Context: an optimization exercise on an open-source flow, tuned for small area, a short achievable clock period and few clock cycles per item. The choices shown serve that exercise and are no tape-out recipe.
Function was checked by simulation only, so behaviour that the tests miss may differ from the original.

==> job 6328: inputs <==
==> flow/design.v (excerpt) <==
module hsl_to_rgb_converter #(
    parameter int unsigned FRAC_BITS = hsl2rgb_pkg::FRAC_BITS_DEF
) (
    input  logic             i_clk,
    input  logic             i_rst_n,
    input  logic             i_pix_valid,
    output logic             i_pix_ready,
    input  logic [hsl2rgb_pkg::HUE_W-1:0] i_pix_hue,
    input  logic [hsl2rgb_pkg::SL_W-1:0]  i_pix_saturation,
    input  logic [hsl2rgb_pkg::SL_W-1:0]  i_pix_lightness,
    output logic             o_pix_valid,
    input  logic             o_pix_ready,
    output logic [hsl2rgb_pkg::CH_W-1:0]  o_pix_red,
    output logic [hsl2rgb_pkg::CH_W-1:0]  o_pix_green,
    output logic [hsl2rgb_pkg::CH_W-1:0]  o_pix_blue
);
Settings: LEC_CHECK=0, ABC_AREA=1, CAP_MARGIN=20, CORE_MARGIN=2, CORE_UTILIZATION=65, PLACE_DENSITY=0.85, SETUP_SLACK_MARGIN=4.4, SLEW_MARGIN=20, SYNTH_HIERARCHICAL=1; clock period 8.0 ns.
run.sh (not shown) runs the stock make flow with config.mk's settings and CLKGATE_MAP_FILE= SYNTH_SCRIPT=/design/flow/synth_recipe.tcl, a recipe that flattens the netlist after the stock synthesis.
==> inputs of job 6085, as changes to job 6328 <==
- CORE_UTILIZATION: 65 -> 55
- CTS_BUF_LIST: unset -> sky130_fd_sc_hd__clkbuf_8
- PLACE_DENSITY: 0.85 -> 0.75
==> notes <==
In job 6328 the hold slack is higher than in job 6085, by 0.012 ns.
First-iteration DRC count: job 6085 is smaller than job 6328 (26%).
Synthesized cell count is the same in job 6085 and job 6328.
Of job 6328 and job 6085, job 6085 has the higher sequential share of layout area (gap 0.13 points).
Critical path depth is the same in job 6085 and job 6328.
==> figures <==
Filler Cell Count: job 6328 2985; job 6085 4244
Startpoint of the most critical hold path: job 6328 r4_y_72_928; job 6085 r2_y_72_930
CTS buffer count: job 6328 44; job 6085 68
Post-Place Setup Slack: job 6328 4.30 ns; job 6085 4.25 ns
Footprint of the multi-input gates: job 6328 15500 µm²; job 6085 15500 µm²
Slew at the pin with the worst max-slew slack: job 6328 1.05 ns; job 6085 1.04 ns
Status: job 6328 no timing/DRC/antenna violations; job 6085 no timing/DRC/antenna violations
Wire length of the first global-routing pass: job 6328 117000 µm; job 6085 115000 µm
Post-Layout Cell Count: job 6328 3661; job 6085 3785
Via count of the first global-routing pass: job 6328 21900; job 6085 21200
Fraction of final layout cells with drive strength greater than 1: job 6328 7.36%; job 6085 7.85%
Routed vias/inst: job 6328 6.01; job 6085 5.67
Mean routed wirelength per cell: job 6328 21.0 µm; job 6085 20.0 µm
Area of all placed cells without fillers: job 6328 32700 µm²; job 6085 32600 µm²
Testbench counts of job 6328, summed over its fixed seeds: cycles 32,048, items 32,000.
Testbench counts of job 6085, summed over its fixed seeds: cycles 32,048, items 32,000.

---

==> run B: inputs <==
hsl_to_rgb_converter, a different RTL version from the one above (not shown whole).
clock: 8.0 ns
lec_check: 0
abc_area: 1
cap_margin: 20
core_margin: 2
core_utilization: 55
place_density: 0.75
setup_slack_margin: 5.0
slew_margin: 20
synth_hierarchical: 1
==> inputs of run C, as changes to run B <==
Settings changed: ABC_AREA 1 to 0, SETUP_SLACK_MARGIN 5.0 to 4.9.
==> qor summary <==
Status: run B no timing/DRC/antenna violations; run C no timing/DRC/antenna violations
Tapcell count: run B 756; run C 696
Sum of met2 wire segment lengths after detailed routing: run B 44000 um; run C 36300 um
Sequential share of the synthesized area: run B 42.3%; run C 43.8%
Number of gates resized after CTS: run B 109; run C 80
CP endpoint: run B r4_hrs_816; run C r_grn[4]
Synthesized area: run B 0.0310 mm2; run C 0.0300 mm2
Arrival time at the worst endpoint: run B 3570 ps; run C 3910 ps
Cell row count: run B 87; run C 85
Worst setup slack after placement: run B 4440 ps; run C 4260 ps
Post-CTS Repair Setup Buffers: run B 84; run C 57
Multi-input gate share of the layout cell area: run B 45.6%; run C 47.5%
Crit share post-route: run B 40.1%; run C 44.5%
CORE AREA: run B 0.0561 mm2; run C 0.0538 mm2
Met3 routed wirelength: run B 7780 um; run C 4450 um
Post-synthesis xor/xnor area fraction: run B 10.2%; run C 11.5%
Hold_sp: run B r3_y_72_957; run C r2_lr_373
Number of stages on the worst setup path: run B 6; run C 17
Fraction of final layout cells with drive strength greater than 1: run B 15.1%; run C 14.4%
Testbench counts of run B, summed over its fixed seeds: cycles 32,048, items 32,000.
Testbench counts of run C, summed over its fixed seeds: cycles 32,048, items 32,000.

---

==> inputs of cedar <==
RTL: one of the versions met above, not the one the previous note started from.
export LEC_CHECK = 0
export ABC_AREA = 1
export CAP_MARGIN = 20
export CORE_MARGIN = 2
export CORE_UTILIZATION = 55
export PLACE_DENSITY = 0.75
export SETUP_SLACK_MARGIN = 4.4
export SLEW_MARGIN = 20
export SYNTH_HIERARCHICAL = 1
create_clock -name core_clock -period 8.0 [get_ports {i_clk}]
==> inputs of sierra, as changes to cedar <==
Settings changed: SETUP_SLACK_MARGIN 4.4 to 4.7.
==> qor summary <==
quantity                                               cedar        sierra
R2R Path Start                                  r3_c_348_381  r3_c_348_385
DR WL/cell                                           20.0 µm       21.3 µm
Worst clock skew                                   0.0380 ns     0.0233 ns
R2R cell count                                             7             8
Final Critical Period                                3.55 ns       3.58 ns
Total via count after detailed routing                 21100         22600
Overall global routing resource usage                  27.3%         28.8%
Run status                  no timing/DRC/antenna violations  no timing/DRC/antenna violations
Routed length on met3                                4720 µm       7000 µm
Post-detailed-route via-to-cell ratio                   5.68          5.82
Crit path setup slack, layout                        4.45 ns       4.42 ns
Filler cell count                                       4241          3943
HPWL Detailed                                       56700 µm      55900 µm
Initial antenna violation count                            1             2
Fraction of area in multi-input gates                  47.9%         46.3%
Testbench counts of cedar, summed over its fixed seeds: cycles 32,048, items 32,000.
Testbench counts of sierra, summed over its fixed seeds: cycles 32,048, items 32,000.

re-timing with driven ports:
Ports are ideal in the flow. The routed layouts listed here were re-timed in OpenROAD. Step 1 (the two cells are an assumption about what drives the block):
set clk [get_ports {i_clk}]
set_driving_cell -lib_cell sky130_fd_sc_hd__clkbuf_16 $clk
set_driving_cell -lib_cell sky130_fd_sc_hd__buf_2 [delete_from_list [all_inputs] $clk]
Step 2 also shifts input and output timing later by t, the mid clock arrival at the registers, as if the neighbouring blocks saw the same clock. Three values: ideal, step 1, step 2; two values: the first two.
| run | t, ns | setup WS [ns] | hold slack, ns | worst data-port slew with drivers (ns) |
|---|---|---|---|---|
| job 6328 | 0.656 | 4.362 / 4.362 / 4.362 | 0.415 / 0.415 / 0.415 | 0.06 |
| job 6085 | 0.716 | 4.332 / 4.332 / 4.332 | 0.404 / 0.404 / 0.404 | 0.06 |
| run B | 0.660 | 4.788 / 4.788 / 4.685 | 0.419 / 0.419 / 0.419 | 0.14 |
| run C | 0.641 | 4.437 / 4.437 / 4.437 | 0.419 / 0.419 / 0.419 | 0.07 |
| cedar | 0.641 | 4.450 / 4.450 / 4.450 | 0.417 / 0.417 / 0.417 | 0.06 |
| sierra | 0.659 | 4.425 / 4.425 / 4.425 | 0.415 / 0.415 / 0.415 | 0.06 |
After both steps setup and hold are still met in every run listed. For run B, which loses most, drivers alone change the setup slack by 0.000 ns; drivers and shift together by -0.103 ns.
